Background: an optimization exercise with open tools, aiming at small area. Do not read the settings as production practice. The RTL was checked by simulation tests, not by an equivalence proof against the original design. Power is estimated from default activity; no workload was simulated.

==> inputs of run P <==
==> flow/design.v <==
`default_nettype none
package rs_pkg;
    localparam int SLOT_W = $clog2(4);   
    typedef logic [32-1:0] data_t;        
    typedef struct packed {
        logic              spare;   
        logic              bank;    
        logic [SLOT_W-1:0] slot;    
    } row_fields_t;
    typedef union packed {
        logic [4-1:0] raw;
        row_fields_t          f;
    } row_tag_u;
    localparam logic BANK_ADD = 1'b0;
    localparam logic BANK_MUL = 1'b1;
endpackage
`default_nettype wire
`timescale 1ns/1ps
`default_nettype none
module reservation_station (
    input  wire         clk,
    input  wire         reset,
    input  wire         dispatch,
    input  wire         dispatch_is_mul,
    input  wire  [31:0] src1_value,
    input  wire  [31:0] src2_value,
    input  wire  [3:0]  src1_tag,
    input  wire  [3:0]  src2_tag,
    input  wire         src1_ready,
    input  wire         src2_ready,
    input  wire         add_bc_valid,
    input  wire  [3:0]  add_bc_tag,
    input  wire  [31:0] add_bc_value,
    input  wire         mul_bc_valid,
    input  wire  [3:0]  mul_bc_tag,
    input  wire  [31:0] mul_bc_value,
    input  wire         free_valid,
    input  wire  [3:0]  free_tag,
    output logic [3:0]  available,
    output logic        add_full,
    output logic        mul_full,
    output logic [31:0] rs1_val,
    output logic [31:0] rs2_val,
    output logic [3:0]  row,
    output logic        calculate
);
    localparam int ROWS = 8;
    logic [ROWS-1:0]        b;
    logic [ROWS-1:0]        v1;
    logic [ROWS-1:0]        v2;
    logic [ROWS-1:0][31:0]  d1;    
    logic [ROWS-1:0][31:0]  d2;
    assign d1 = ~d1n;
    assign d2 = ~d2n;
    logic [ROWS-1:0][31:0]  d1n;
    logic [ROWS-1:0][31:0]  d2n;
    logic [ROWS-1:0]        gn;    
    logic [ROWS-1:0] used;
    logic [3:0]      add_free, mul_free;    
    logic [ROWS-1:0] al;                    
    logic [ROWS-1:0] fr;                    
    logic [ROWS-1:0] req, gnt;
    logic            av, mv;                
    assign used = b | v1;
    assign add_full = &used[3:0];
    assign mul_full = &used[7:4];
    assign add_free = ~used[3:0] & (used[3:0] + 4'd1);
    assign mul_free = ~used[7:4] & (used[7:4] + 4'd1);
    always_comb begin
        available[3] = 1'b0;
        available[2] = dispatch_is_mul;
        if (dispatch_is_mul) begin
            available[1:0] = !used[4] ? 2'd0 : !used[5] ? 2'd1 : !used[6] ? 2'd2 : 2'd3;
        end else begin
            available[1:0] = !used[0] ? 2'd0 : !used[1] ? 2'd1 : !used[2] ? 2'd2 : 2'd3;
        end
    end
    assign al = {mul_free & {4{dispatch && dispatch_is_mul}},
                 add_free & {4{dispatch && !dispatch_is_mul}}};
    always_comb begin
        for (int i = 0; i < ROWS; i++) begin
            fr[i] = free_valid && (free_tag[2:0] == 3'(i));
        end
    end
    assign av = add_bc_valid && !add_bc_tag[3];
    assign mv = mul_bc_valid && !mul_bc_tag[3];
    logic s1a, s1m, s2a, s2m;
    assign s1a = add_bc_valid && (add_bc_tag == src1_tag);
    assign s1m = mul_bc_valid && (mul_bc_tag == src1_tag);
    assign s2a = add_bc_valid && (add_bc_tag == src2_tag);
    assign s2m = mul_bc_valid && (mul_bc_tag == src2_tag);
    logic [31:0] w1, w2;    
    assign w1 = {src1_value[31:3], src1_ready ? src1_value[2:0] : src1_tag[2:0]};
    assign w2 = {src2_value[31:3], src2_ready ? src2_value[2:0] : src2_tag[2:0]};
    logic [ROWS-1:0] ah1, mh1, ah2, mh2;
    logic [ROWS-1:0] ss1, sa1, sm1, ss2, sa2, sm2;
    always_comb begin
        for (int i = 0; i < ROWS; i++) begin
            ah1[i] = b[i] && !v1[i] && av && (d1[i][2:0] == add_bc_tag[2:0]);
            mh1[i] = b[i] && !v1[i] && mv && (d1[i][2:0] == mul_bc_tag[2:0]);
            ah2[i] = b[i] && !v2[i] && av && (d2[i][2:0] == add_bc_tag[2:0]);
            mh2[i] = b[i] && !v2[i] && mv && (d2[i][2:0] == mul_bc_tag[2:0]);
            ss1[i] = al[i] && (src1_ready || !(s1a || s1m));
            sa1[i] = (al[i] && !src1_ready && s1a) || ah1[i];
            sm1[i] = (al[i] && !src1_ready && !s1a && s1m) || (mh1[i] && !ah1[i]);
            ss2[i] = al[i] && (src2_ready || !(s2a || s2m));
            sa2[i] = (al[i] && !src2_ready && s2a) || ah2[i];
            sm2[i] = (al[i] && !src2_ready && !s2a && s2m) || (mh2[i] && !ah2[i]);
        end
    end
    assign req = b & v1 & v2;
    assign gnt = req & ~(req - 8'd1);
    always_ff @(posedge clk) begin
        if (reset) begin
            b  <= '0;
            v1 <= '0;
            v2 <= '0;
            gn <= '1;
        end else begin
            gn <= ~gnt;
            for (int i = 0; i < ROWS; i++) begin
                if (fr[i]) begin
                    b[i]  <= 1'b0;
                    v1[i] <= 1'b0;
                    v2[i] <= 1'b0;
                end else if (al[i]) begin
                    b[i]  <= 1'b1;
                    v1[i] <= src1_ready || s1a || s1m;
                    v2[i] <= src2_ready || s2a || s2m;
                end else begin
                    if (gnt[i]) b[i] <= 1'b0;
                    if (ah1[i] || mh1[i]) v1[i] <= 1'b1;
                    if (ah2[i] || mh2[i]) v2[i] <= 1'b1;
                end
            end
        end
    end
    always_ff @(posedge clk) begin
        for (int i = 0; i < ROWS; i++) begin
            d1n[i] <= ~(({32{ss1[i]}} & w1) | ({32{sa1[i]}} & add_bc_value)
                        | ({32{sm1[i]}} & mul_bc_value))
                      & ({32{ss1[i] || sa1[i] || sm1[i]}} | d1n[i]);
            d2n[i] <= ~(({32{ss2[i]}} & w2) | ({32{sa2[i]}} & add_bc_value)
                        | ({32{sm2[i]}} & mul_bc_value))
                      & ({32{ss2[i] || sa2[i] || sm2[i]}} | d2n[i]);
        end
    end
    always_comb begin
        rs1_val = '0;
        rs2_val = '0;
        for (int i = 0; i < ROWS; i++) begin
            rs1_val = rs1_val | ~({32{gn[i]}} | d1n[i]);
            rs2_val = rs2_val | ~({32{gn[i]}} | d2n[i]);
        end
    end
    assign calculate = ~&gn;
    assign row = {1'b0, ~&gn[7:4], ~(gn[2] & gn[3] & gn[6] & gn[7]), ~(gn[1] & gn[3] & gn[5] & gn[7])};
endmodule
`default_nettype wire
==> flow/flow/run.sh <==
#!/bin/bash
# The standard layout (standard.sh), with these changes:
#  - synthesis maps logic with an area-oriented ABC script (flow/abc_area.script)
#    in place of ORFS's abc_speed.script; everything else in synthesis is the
#    standard one, so the registers are the standard synthesis's;
#  - ports buffered with the smallest buffer (buf_1) instead of clkdlybuf4s50_1;
#  - clock tree from clkbuf_8 with larger sink clusters and no dummy loads.
# Each make step writes its own log under orfs/logs; make's output goes to make_*.log.
set -euo pipefail
rm -rf scripts_own
cp -r "$FLOW_HOME/scripts" scripts_own
cp flow/abc_area.script scripts_own/abc_speed.script
export BUFFER_PORTS_ARGS="-buffer_cell sky130_fd_sc_hd__buf_1"
export CTS_ARGS="-sink_clustering_enable -repair_clock_nets -dont_use_dummy_load -buf_list sky130_fd_sc_hd__clkbuf_8 -sink_clustering_size 12 -sink_clustering_max_diameter 50"
SCRIPTS_DIR="$PWD/scripts_own" bash standard.sh synth > make_synth.log 2>&1
bash standard.sh > make_flow.log 2>&1
==> flow/flow/abc_area.script <==
strash
&get -n
&fraig -x
&put
dc2
dch -f
map -a
strash
dch -f
map -a
==> flow/standard.sh <==
#!/bin/bash
# synth_recipe.tcl (not shown) runs the flow's synth.tcl, then flattens the netlist and writes it again
# the make line also repeats each setting of config.mk as NAME=value (left out here)
make -C /OpenROAD-flow-scripts/flow DESIGN_CONFIG=/design/flow/config.mk WORK_HOME=/design/flow/orfs CLKGATE_MAP_FILE= SYNTH_SCRIPT=/design/flow/synth_recipe.tcl "${@:-finish}"
==> flow/config.mk <==
export PLATFORM = sky130hd
export DESIGN_NAME = reservation_station
export DESIGN_NICKNAME = reservation_station
export VERILOG_FILES = /design/flow/design.v
export SDC_FILE = /design/flow/constraint.sdc
export NUM_CORES = 4
export LEC_CHECK = 0
export CAP_MARGIN = 20
export CORE_MARGIN = 2
export CORE_UTILIZATION = 42
export SLEW_MARGIN = 20
==> flow/constraint.sdc <==
create_clock -name core_clock -period 4.0 [get_ports {clk}]
set_input_delay 0.8000 -clock core_clock [delete_from_list [all_inputs] [get_ports {clk}]]
set_output_delay 0.8000 -clock core_clock [all_outputs]
set_load 0.01 [all_outputs]
==> run K (differences from run P) <==
--- a/flow/design.v
+++ b/flow/design.v
@@ -56,3 +56,3 @@
     logic [ROWS-1:0][31:0]  d2n;
-    logic [ROWS-1:0]        gn;    
+    logic [ROWS-1:0]        g;     
     logic [ROWS-1:0] used;
@@ -117,5 +117,5 @@
             v2 <= '0;
-            gn <= '1;
+            g  <= '0;
         end else begin
-            gn <= ~gnt;
+            g <= gnt;
             for (int i = 0; i < ROWS; i++) begin
@@ -151,8 +151,8 @@
         for (int i = 0; i < ROWS; i++) begin
-            rs1_val = rs1_val | ~({32{gn[i]}} | d1n[i]);
-            rs2_val = rs2_val | ~({32{gn[i]}} | d2n[i]);
+            rs1_val = rs1_val | ({32{g[i]}} & d1[i]);
+            rs2_val = rs2_val | ({32{g[i]}} & d2[i]);
         end
     end
-    assign calculate = ~&gn;
-    assign row = {1'b0, ~&gn[7:4], ~(gn[2] & gn[3] & gn[6] & gn[7]), ~(gn[1] & gn[3] & gn[5] & gn[7])};
+    assign calculate = |g;
+    assign row = {1'b0, |g[7:4], g[2] | g[3] | g[6] | g[7], g[1] | g[3] | g[5] | g[7]};
 endmodule
==> flow/flow/run.sh (replaced) <==
#!/bin/bash
# Standard layout, with the smallest buffer on the ports and a lighter clock tree.
set -euo pipefail
export BUFFER_PORTS_ARGS="-buffer_cell sky130_fd_sc_hd__buf_1"
export CTS_ARGS="-sink_clustering_enable -repair_clock_nets -dont_use_dummy_load -buf_list sky130_fd_sc_hd__clkbuf_16 -sink_clustering_size 30 -sink_clustering_max_diameter 100"
bash standard.sh > make_flow.log 2>&1
CAP_MARGIN = 0   (was 20)
CORE_UTILIZATION = 55   (was 42)
SLEW_MARGIN = 0   (was 20)
removed: flow/flow/abc_area.script
==> qor summary <==
Result of the run: run P complete, no violations; run K complete, no violations
Chip width: run P 246 um; run K 229 um
Via/cell ratio: run P 7.79; run K 8.59
Layout cells sized above 1: run P 10.8%; run K 11.8%
DIE AREA: run P 60400 um^2; run K 52200 um^2
Pint: run P 10600 uW; run K 9630 uW
Worst setup path endpoint: run P calculate; run K rs2_val[31]
RD Place Congestion: run P 0.984; run K 0.984
Sum of routed wire segments on met1: run P 53800 um; run K 48100 um
Synth Cell Area: run P 24600 um^2; run K 27700 um^2
P_comb: run P 3740 uW; run K 3210 uW
Total of fill cells in the finished design: run P 5690; run K 4357
Antenna diode count: run P 2; run K 10
Share of the synthesized area in compound gates (AO/OA/AOI/OAI): run P 39.3%; run K 42.5%
Power attributed to sequential cells: run P 8710 uW; run K 8220 uW
Most used standard cell by instance count after synthesis: run P o22ai_1; run K dfxtp_1

re-timing with driven ports:
How much do the figures lean on ideal ports? The routed layouts below were timed once more, with nothing changed but the port constraints. Step 1 (the two cells are an assumption about what drives the block):
set clk [get_ports {clk}]
set_driving_cell -lib_cell sky130_fd_sc_hd__clkbuf_16 $clk
set_driving_cell -lib_cell sky130_fd_sc_hd__buf_2 [delete_from_list [all_inputs] $clk]
Step 2 times the ports against the registers' clock, not the clock port: input delays grow and output delays shrink by t, the midpoint of the rising clock arrivals with the driver on. a / b / c = ideal ports / drivers / drivers and shift; a / b = the first two.
| run | shift t [ns] | slack for setup (ns) | hold WS [ns] | slew at the worst register clock pin (ns) |
|---|---|---|---|---|
| run P | 0.709 | 0.220 / 0.159 / -0.199 | 0.368 / 0.335 / 0.463 | 0.09 / 0.09 |
| run K | 0.662 | 0.311 / 0.245 / 0.197 | 0.472 / 0.472 / 0.472 | 0.12 / 0.12 |
Met with ideal ports but missed after step 2: setup timing in run P. The setup slack of run P, which loses most, moves by -0.061 ns with the drivers and by -0.419 ns with both steps.
